Source: an optimization exercise on an open RTL-to-GDS flow (aim: small area and a short achievable clock period). Production flows keep margins and buffers that such runs may drop. In this exercise RTL edits were held to simulation tests only and were not proved equivalent to the original.

===== design/flow/config.mk =====
export PLATFORM = sky130hd
export DESIGN_NAME = invIp
export DESIGN_NICKNAME = invIp
export VERILOG_FILES = /design/flow/design.v
export SDC_FILE = /design/flow/constraint.sdc
export NUM_CORES = 4
export LEC_CHECK = 0
export CAP_MARGIN = 20
export CORE_MARGIN = 2
export CORE_UTILIZATION = 40
export SLEW_MARGIN = 20

===== design/flow/constraint.sdc =====
create_clock -name core_clock -period 10.5 [get_ports {clk}]
set_input_delay 2.1000 -clock core_clock [delete_from_list [all_inputs] [get_ports {clk}]]
set_output_delay 2.1000 -clock core_clock [all_outputs]
set_load 0.01 [all_outputs]

===== design/flow/design.v =====
`timescale 1ns/100ps
module inverseNormalize (
    input  logic [4:0] pHigh,   
    input  logic [5:0] number,  
    output logic [5:0] inverse
);
    always_comb begin
        inverse = 6'd0;
        case ({pHigh, number})
            11'd65: inverse = 6'd1;
            11'd66: inverse = 6'd2;
            11'd129: inverse = 6'd1;
            11'd130: inverse = 6'd3;
            11'd131: inverse = 6'd2;
            11'd132: inverse = 6'd4;
            11'd193: inverse = 6'd1;
            11'd194: inverse = 6'd4;
            11'd195: inverse = 6'd5;
            11'd196: inverse = 6'd2;
            11'd197: inverse = 6'd3;
            11'd198: inverse = 6'd6;
            11'd321: inverse = 6'd1;
            11'd322: inverse = 6'd6;
            11'd323: inverse = 6'd4;
            11'd324: inverse = 6'd3;
            11'd325: inverse = 6'd9;
            11'd326: inverse = 6'd2;
            11'd327: inverse = 6'd8;
            11'd328: inverse = 6'd7;
            11'd329: inverse = 6'd5;
            11'd330: inverse = 6'd10;
            11'd385: inverse = 6'd1;
            11'd386: inverse = 6'd7;
            11'd387: inverse = 6'd9;
            11'd388: inverse = 6'd10;
            11'd389: inverse = 6'd8;
            11'd390: inverse = 6'd11;
            11'd391: inverse = 6'd2;
            11'd392: inverse = 6'd5;
            11'd393: inverse = 6'd3;
            11'd394: inverse = 6'd4;
            11'd395: inverse = 6'd6;
            11'd396: inverse = 6'd12;
            11'd513: inverse = 6'd1;
            11'd514: inverse = 6'd9;
            11'd515: inverse = 6'd6;
            11'd516: inverse = 6'd13;
            11'd517: inverse = 6'd7;
            11'd518: inverse = 6'd3;
            11'd519: inverse = 6'd5;
            11'd520: inverse = 6'd15;
            11'd521: inverse = 6'd2;
            11'd522: inverse = 6'd12;
            11'd523: inverse = 6'd14;
            11'd524: inverse = 6'd10;
            11'd525: inverse = 6'd4;
            11'd526: inverse = 6'd11;
            11'd527: inverse = 6'd8;
            11'd528: inverse = 6'd16;
            11'd577: inverse = 6'd1;
            11'd578: inverse = 6'd10;
            11'd579: inverse = 6'd13;
            11'd580: inverse = 6'd5;
            11'd581: inverse = 6'd4;
            11'd582: inverse = 6'd16;
            11'd583: inverse = 6'd11;
            11'd584: inverse = 6'd12;
            11'd585: inverse = 6'd17;
            11'd586: inverse = 6'd2;
            11'd587: inverse = 6'd7;
            11'd588: inverse = 6'd8;
            11'd589: inverse = 6'd3;
            11'd590: inverse = 6'd15;
            11'd591: inverse = 6'd14;
            11'd592: inverse = 6'd6;
            11'd593: inverse = 6'd9;
            11'd594: inverse = 6'd18;
            11'd705: inverse = 6'd1;
            11'd706: inverse = 6'd12;
            11'd707: inverse = 6'd8;
            11'd708: inverse = 6'd6;
            11'd709: inverse = 6'd14;
            11'd710: inverse = 6'd4;
            11'd711: inverse = 6'd10;
            11'd712: inverse = 6'd3;
            11'd713: inverse = 6'd18;
            11'd714: inverse = 6'd7;
            11'd715: inverse = 6'd21;
            11'd716: inverse = 6'd2;
            11'd717: inverse = 6'd16;
            11'd718: inverse = 6'd5;
            11'd719: inverse = 6'd20;
            11'd720: inverse = 6'd13;
            11'd721: inverse = 6'd19;
            11'd722: inverse = 6'd9;
            11'd723: inverse = 6'd17;
            11'd724: inverse = 6'd15;
            11'd725: inverse = 6'd11;
            11'd726: inverse = 6'd22;
            11'd897: inverse = 6'd1;
            11'd898: inverse = 6'd15;
            11'd899: inverse = 6'd10;
            11'd900: inverse = 6'd22;
            11'd901: inverse = 6'd6;
            11'd902: inverse = 6'd5;
            11'd903: inverse = 6'd25;
            11'd904: inverse = 6'd11;
            11'd905: inverse = 6'd13;
            11'd906: inverse = 6'd3;
            11'd907: inverse = 6'd8;
            11'd908: inverse = 6'd17;
            11'd909: inverse = 6'd9;
            11'd910: inverse = 6'd27;
            11'd911: inverse = 6'd2;
            11'd912: inverse = 6'd20;
            11'd913: inverse = 6'd12;
            11'd914: inverse = 6'd21;
            11'd915: inverse = 6'd26;
            11'd916: inverse = 6'd16;
            11'd917: inverse = 6'd18;
            11'd918: inverse = 6'd4;
            11'd919: inverse = 6'd24;
            11'd920: inverse = 6'd23;
            11'd921: inverse = 6'd7;
            11'd922: inverse = 6'd19;
            11'd923: inverse = 6'd14;
            11'd924: inverse = 6'd28;
            11'd961: inverse = 6'd1;
            11'd962: inverse = 6'd16;
            11'd963: inverse = 6'd21;
            11'd964: inverse = 6'd8;
            11'd965: inverse = 6'd25;
            11'd966: inverse = 6'd26;
            11'd967: inverse = 6'd9;
            11'd968: inverse = 6'd4;
            11'd969: inverse = 6'd7;
            11'd970: inverse = 6'd28;
            11'd971: inverse = 6'd17;
            11'd972: inverse = 6'd13;
            11'd973: inverse = 6'd12;
            11'd974: inverse = 6'd20;
            11'd975: inverse = 6'd29;
            11'd976: inverse = 6'd2;
            11'd977: inverse = 6'd11;
            11'd978: inverse = 6'd19;
            11'd979: inverse = 6'd18;
            11'd980: inverse = 6'd14;
            11'd981: inverse = 6'd3;
            11'd982: inverse = 6'd24;
            11'd983: inverse = 6'd27;
            11'd984: inverse = 6'd22;
            11'd985: inverse = 6'd5;
            11'd986: inverse = 6'd6;
            11'd987: inverse = 6'd23;
            11'd988: inverse = 6'd10;
            11'd989: inverse = 6'd15;
            11'd990: inverse = 6'd30;
            11'd1153: inverse = 6'd1;
            11'd1154: inverse = 6'd19;
            11'd1155: inverse = 6'd25;
            11'd1156: inverse = 6'd28;
            11'd1157: inverse = 6'd15;
            11'd1158: inverse = 6'd31;
            11'd1159: inverse = 6'd16;
            11'd1160: inverse = 6'd14;
            11'd1161: inverse = 6'd33;
            11'd1162: inverse = 6'd26;
            11'd1163: inverse = 6'd27;
            11'd1164: inverse = 6'd34;
            11'd1165: inverse = 6'd20;
            11'd1166: inverse = 6'd8;
            11'd1167: inverse = 6'd5;
            11'd1168: inverse = 6'd7;
            11'd1169: inverse = 6'd24;
            11'd1170: inverse = 6'd35;
            11'd1171: inverse = 6'd2;
            11'd1172: inverse = 6'd13;
            11'd1173: inverse = 6'd30;
            11'd1174: inverse = 6'd32;
            11'd1175: inverse = 6'd29;
            11'd1176: inverse = 6'd17;
            11'd1177: inverse = 6'd3;
            11'd1178: inverse = 6'd10;
            11'd1179: inverse = 6'd11;
            11'd1180: inverse = 6'd4;
            11'd1181: inverse = 6'd23;
            11'd1182: inverse = 6'd21;
            11'd1183: inverse = 6'd6;
            11'd1184: inverse = 6'd22;
            11'd1185: inverse = 6'd9;
            11'd1186: inverse = 6'd12;
            11'd1187: inverse = 6'd18;
            11'd1188: inverse = 6'd36;
            11'd1281: inverse = 6'd1;
            11'd1282: inverse = 6'd21;
            11'd1283: inverse = 6'd14;
            11'd1284: inverse = 6'd31;
            11'd1285: inverse = 6'd33;
            11'd1286: inverse = 6'd7;
            11'd1287: inverse = 6'd6;
            11'd1288: inverse = 6'd36;
            11'd1289: inverse = 6'd32;
            11'd1290: inverse = 6'd37;
            11'd1291: inverse = 6'd15;
            11'd1292: inverse = 6'd24;
            11'd1293: inverse = 6'd19;
            11'd1294: inverse = 6'd3;
            11'd1295: inverse = 6'd11;
            11'd1296: inverse = 6'd18;
            11'd1297: inverse = 6'd29;
            11'd1298: inverse = 6'd16;
            11'd1299: inverse = 6'd13;
            11'd1300: inverse = 6'd39;
            11'd1301: inverse = 6'd2;
            11'd1302: inverse = 6'd28;
            11'd1303: inverse = 6'd25;
            11'd1304: inverse = 6'd12;
            11'd1305: inverse = 6'd23;
            11'd1306: inverse = 6'd30;
            11'd1307: inverse = 6'd38;
            11'd1308: inverse = 6'd22;
            11'd1309: inverse = 6'd17;
            11'd1310: inverse = 6'd26;
            11'd1311: inverse = 6'd4;
            11'd1312: inverse = 6'd9;
            11'd1313: inverse = 6'd5;
            11'd1314: inverse = 6'd35;
            11'd1315: inverse = 6'd34;
            11'd1316: inverse = 6'd8;
            11'd1317: inverse = 6'd10;
            11'd1318: inverse = 6'd27;
            11'd1319: inverse = 6'd20;
            11'd1320: inverse = 6'd40;
            11'd1345: inverse = 6'd1;
            11'd1346: inverse = 6'd22;
            11'd1347: inverse = 6'd29;
            11'd1348: inverse = 6'd11;
            11'd1349: inverse = 6'd26;
            11'd1350: inverse = 6'd36;
            11'd1351: inverse = 6'd37;
            11'd1352: inverse = 6'd27;
            11'd1353: inverse = 6'd24;
            11'd1354: inverse = 6'd13;
            11'd1355: inverse = 6'd4;
            11'd1356: inverse = 6'd18;
            11'd1357: inverse = 6'd10;
            11'd1358: inverse = 6'd40;
            11'd1359: inverse = 6'd23;
            11'd1360: inverse = 6'd35;
            11'd1361: inverse = 6'd38;
            11'd1362: inverse = 6'd12;
            11'd1363: inverse = 6'd34;
            11'd1364: inverse = 6'd28;
            11'd1365: inverse = 6'd41;
            11'd1366: inverse = 6'd2;
            11'd1367: inverse = 6'd15;
            11'd1368: inverse = 6'd9;
            11'd1369: inverse = 6'd31;
            11'd1370: inverse = 6'd5;
            11'd1371: inverse = 6'd8;
            11'd1372: inverse = 6'd20;
            11'd1373: inverse = 6'd3;
            11'd1374: inverse = 6'd33;
            11'd1375: inverse = 6'd25;
            11'd1376: inverse = 6'd39;
            11'd1377: inverse = 6'd30;
            11'd1378: inverse = 6'd19;
            11'd1379: inverse = 6'd16;
            11'd1380: inverse = 6'd6;
            11'd1381: inverse = 6'd7;
            11'd1382: inverse = 6'd17;
            11'd1383: inverse = 6'd32;
            11'd1384: inverse = 6'd14;
            11'd1385: inverse = 6'd21;
            11'd1386: inverse = 6'd42;
            11'd1473: inverse = 6'd1;
            11'd1474: inverse = 6'd24;
            11'd1475: inverse = 6'd16;
            11'd1476: inverse = 6'd12;
            11'd1477: inverse = 6'd19;
            11'd1478: inverse = 6'd8;
            11'd1479: inverse = 6'd27;
            11'd1480: inverse = 6'd6;
            11'd1481: inverse = 6'd21;
            11'd1482: inverse = 6'd33;
            11'd1483: inverse = 6'd30;
            11'd1484: inverse = 6'd4;
            11'd1485: inverse = 6'd29;
            11'd1486: inverse = 6'd37;
            11'd1487: inverse = 6'd22;
            11'd1488: inverse = 6'd3;
            11'd1489: inverse = 6'd36;
            11'd1490: inverse = 6'd34;
            11'd1491: inverse = 6'd5;
            11'd1492: inverse = 6'd40;
            11'd1493: inverse = 6'd9;
            11'd1494: inverse = 6'd15;
            11'd1495: inverse = 6'd45;
            11'd1496: inverse = 6'd2;
            11'd1497: inverse = 6'd32;
            11'd1498: inverse = 6'd38;
            11'd1499: inverse = 6'd7;
            11'd1500: inverse = 6'd42;
            11'd1501: inverse = 6'd13;
            11'd1502: inverse = 6'd11;
            11'd1503: inverse = 6'd44;
            11'd1504: inverse = 6'd25;
            11'd1505: inverse = 6'd10;
            11'd1506: inverse = 6'd18;
            11'd1507: inverse = 6'd43;
            11'd1508: inverse = 6'd17;
            11'd1509: inverse = 6'd14;
            11'd1510: inverse = 6'd26;
            11'd1511: inverse = 6'd41;
            11'd1512: inverse = 6'd20;
            11'd1513: inverse = 6'd39;
            11'd1514: inverse = 6'd28;
            11'd1515: inverse = 6'd35;
            11'd1516: inverse = 6'd31;
            11'd1517: inverse = 6'd23;
            11'd1518: inverse = 6'd46;
            11'd1665: inverse = 6'd1;
            11'd1666: inverse = 6'd27;
            11'd1667: inverse = 6'd18;
            11'd1668: inverse = 6'd40;
            11'd1669: inverse = 6'd32;
            11'd1670: inverse = 6'd9;
            11'd1671: inverse = 6'd38;
            11'd1672: inverse = 6'd20;
            11'd1673: inverse = 6'd6;
            11'd1674: inverse = 6'd16;
            11'd1675: inverse = 6'd29;
            11'd1676: inverse = 6'd31;
            11'd1677: inverse = 6'd49;
            11'd1678: inverse = 6'd19;
            11'd1679: inverse = 6'd46;
            11'd1680: inverse = 6'd10;
            11'd1681: inverse = 6'd25;
            11'd1682: inverse = 6'd3;
            11'd1683: inverse = 6'd14;
            11'd1684: inverse = 6'd8;
            11'd1685: inverse = 6'd48;
            11'd1686: inverse = 6'd41;
            11'd1687: inverse = 6'd30;
            11'd1688: inverse = 6'd42;
            11'd1689: inverse = 6'd17;
            11'd1690: inverse = 6'd51;
            11'd1691: inverse = 6'd2;
            11'd1692: inverse = 6'd36;
            11'd1693: inverse = 6'd11;
            11'd1694: inverse = 6'd23;
            11'd1695: inverse = 6'd12;
            11'd1696: inverse = 6'd5;
            11'd1697: inverse = 6'd45;
            11'd1698: inverse = 6'd39;
            11'd1699: inverse = 6'd50;
            11'd1700: inverse = 6'd28;
            11'd1701: inverse = 6'd43;
            11'd1702: inverse = 6'd7;
            11'd1703: inverse = 6'd34;
            11'd1704: inverse = 6'd4;
            11'd1705: inverse = 6'd22;
            11'd1706: inverse = 6'd24;
            11'd1707: inverse = 6'd37;
            11'd1708: inverse = 6'd47;
            11'd1709: inverse = 6'd33;
            11'd1710: inverse = 6'd15;
            11'd1711: inverse = 6'd44;
            11'd1712: inverse = 6'd21;
            11'd1713: inverse = 6'd13;
            11'd1714: inverse = 6'd35;
            11'd1715: inverse = 6'd26;
            11'd1716: inverse = 6'd52;
            11'd1857: inverse = 6'd1;
            11'd1858: inverse = 6'd30;
            11'd1859: inverse = 6'd20;
            11'd1860: inverse = 6'd15;
            11'd1861: inverse = 6'd12;
            11'd1862: inverse = 6'd10;
            11'd1863: inverse = 6'd17;
            11'd1864: inverse = 6'd37;
            11'd1865: inverse = 6'd46;
            11'd1866: inverse = 6'd6;
            11'd1867: inverse = 6'd43;
            11'd1868: inverse = 6'd5;
            11'd1869: inverse = 6'd50;
            11'd1870: inverse = 6'd38;
            11'd1871: inverse = 6'd4;
            11'd1872: inverse = 6'd48;
            11'd1873: inverse = 6'd7;
            11'd1874: inverse = 6'd23;
            11'd1875: inverse = 6'd28;
            11'd1876: inverse = 6'd3;
            11'd1877: inverse = 6'd45;
            11'd1878: inverse = 6'd51;
            11'd1879: inverse = 6'd18;
            11'd1880: inverse = 6'd32;
            11'd1881: inverse = 6'd26;
            11'd1882: inverse = 6'd25;
            11'd1883: inverse = 6'd35;
            11'd1884: inverse = 6'd19;
            11'd1885: inverse = 6'd57;
            11'd1886: inverse = 6'd2;
            11'd1887: inverse = 6'd40;
            11'd1888: inverse = 6'd24;
            11'd1889: inverse = 6'd34;
            11'd1890: inverse = 6'd33;
            11'd1891: inverse = 6'd27;
            11'd1892: inverse = 6'd41;
            11'd1893: inverse = 6'd8;
            11'd1894: inverse = 6'd14;
            11'd1895: inverse = 6'd56;
            11'd1896: inverse = 6'd31;
            11'd1897: inverse = 6'd36;
            11'd1898: inverse = 6'd52;
            11'd1899: inverse = 6'd11;
            11'd1900: inverse = 6'd55;
            11'd1901: inverse = 6'd21;
            11'd1902: inverse = 6'd9;
            11'd1903: inverse = 6'd54;
            11'd1904: inverse = 6'd16;
            11'd1905: inverse = 6'd53;
            11'd1906: inverse = 6'd13;
            11'd1907: inverse = 6'd22;
            11'd1908: inverse = 6'd42;
            11'd1909: inverse = 6'd49;
            11'd1910: inverse = 6'd47;
            11'd1911: inverse = 6'd44;
            11'd1912: inverse = 6'd39;
            11'd1913: inverse = 6'd29;
            11'd1914: inverse = 6'd58;
            11'd1921: inverse = 6'd1;
            11'd1922: inverse = 6'd31;
            11'd1923: inverse = 6'd41;
            11'd1924: inverse = 6'd46;
            11'd1925: inverse = 6'd49;
            11'd1926: inverse = 6'd51;
            11'd1927: inverse = 6'd35;
            11'd1928: inverse = 6'd23;
            11'd1929: inverse = 6'd34;
            11'd1930: inverse = 6'd55;
            11'd1931: inverse = 6'd50;
            11'd1932: inverse = 6'd56;
            11'd1933: inverse = 6'd47;
            11'd1934: inverse = 6'd48;
            11'd1935: inverse = 6'd57;
            11'd1936: inverse = 6'd42;
            11'd1937: inverse = 6'd18;
            11'd1938: inverse = 6'd17;
            11'd1939: inverse = 6'd45;
            11'd1940: inverse = 6'd58;
            11'd1941: inverse = 6'd32;
            11'd1942: inverse = 6'd25;
            11'd1943: inverse = 6'd8;
            11'd1944: inverse = 6'd28;
            11'd1945: inverse = 6'd22;
            11'd1946: inverse = 6'd54;
            11'd1947: inverse = 6'd52;
            11'd1948: inverse = 6'd24;
            11'd1949: inverse = 6'd40;
            11'd1950: inverse = 6'd59;
            11'd1951: inverse = 6'd2;
            11'd1952: inverse = 6'd21;
            11'd1953: inverse = 6'd37;
            11'd1954: inverse = 6'd9;
            11'd1955: inverse = 6'd7;
            11'd1956: inverse = 6'd39;
            11'd1957: inverse = 6'd33;
            11'd1958: inverse = 6'd53;
            11'd1959: inverse = 6'd36;
            11'd1960: inverse = 6'd29;
            11'd1961: inverse = 6'd3;
            11'd1962: inverse = 6'd16;
            11'd1963: inverse = 6'd44;
            11'd1964: inverse = 6'd43;
            11'd1965: inverse = 6'd19;
            11'd1966: inverse = 6'd4;
            11'd1967: inverse = 6'd13;
            11'd1968: inverse = 6'd14;
            11'd1969: inverse = 6'd5;
            11'd1970: inverse = 6'd11;
            11'd1971: inverse = 6'd6;
            11'd1972: inverse = 6'd27;
            11'd1973: inverse = 6'd38;
            11'd1974: inverse = 6'd26;
            11'd1975: inverse = 6'd10;
            11'd1976: inverse = 6'd12;
            11'd1977: inverse = 6'd15;
            11'd1978: inverse = 6'd20;
            11'd1979: inverse = 6'd30;
            11'd1980: inverse = 6'd60;
            default: ;
        endcase
    end
endmodule
`timescale 1ns/100ps
module invIp (
    input  logic                  clk,
    input  logic                  arstN,
    input  logic                  inValid,
    input  logic [6-1:0] in1,
    input  logic [6-1:0] in2,
    output logic                  outValid,
    output logic [6-1:0] outInv
);
    localparam int W = 6;
    localparam int L = (6 + 2);
    logic [L-1:0] validPipe;
    always_ff @(posedge clk or negedge arstN) begin
        if (!arstN) begin
            validPipe <= '0;
        end else begin
            validPipe <= {validPipe[L-2:0], inValid};
        end
    end
    assign outValid = validPipe[L-1];
    logic [W-1:0] opA;
    logic [W-1:0] opB;
    always_ff @(posedge clk) begin
        opA <= in1;
        opB <= in2;
    end
    logic [W-1:0] prime;
    logic [W-1:0] number;
    logic [W-1:0] inverse;
    assign prime  = (opA > opB) ? opA : opB;
    assign number = (opA > opB) ? opB : opA;
    inverseNormalize lutI (
        .pHigh   (prime[W-1:1]),
        .number  (number),
        .inverse (inverse)
    );
    logic [W-1:0] resPipe [L-1];
    always_ff @(posedge clk) begin
        resPipe[0] <= inverse;
        for (int i = 1; i < L - 1; i++) resPipe[i] <= resPipe[i-1];
    end
    assign outInv = resPipe[L-2];
endmodule

===== design/flow/run.sh =====
#!/bin/bash
# synth_recipe.tcl (not shown) runs the flow's synth.tcl, then flattens the netlist and writes it again
# the make line also repeats each setting of config.mk as NAME=value (left out here)
make -C /OpenROAD-flow-scripts/flow DESIGN_CONFIG=/design/flow/config.mk WORK_HOME=/design/flow/orfs CLKGATE_MAP_FILE= SYNTH_SCRIPT=/design/flow/synth_recipe.tcl finish

==> impl_metrics.ini <==
[outcome]
status = did not finish
failing_step = synthesis
stop_error = ERROR: TCL interpreter returned an error: Source files actually used in the design:

[synthesis]
ys_warn_count = 3
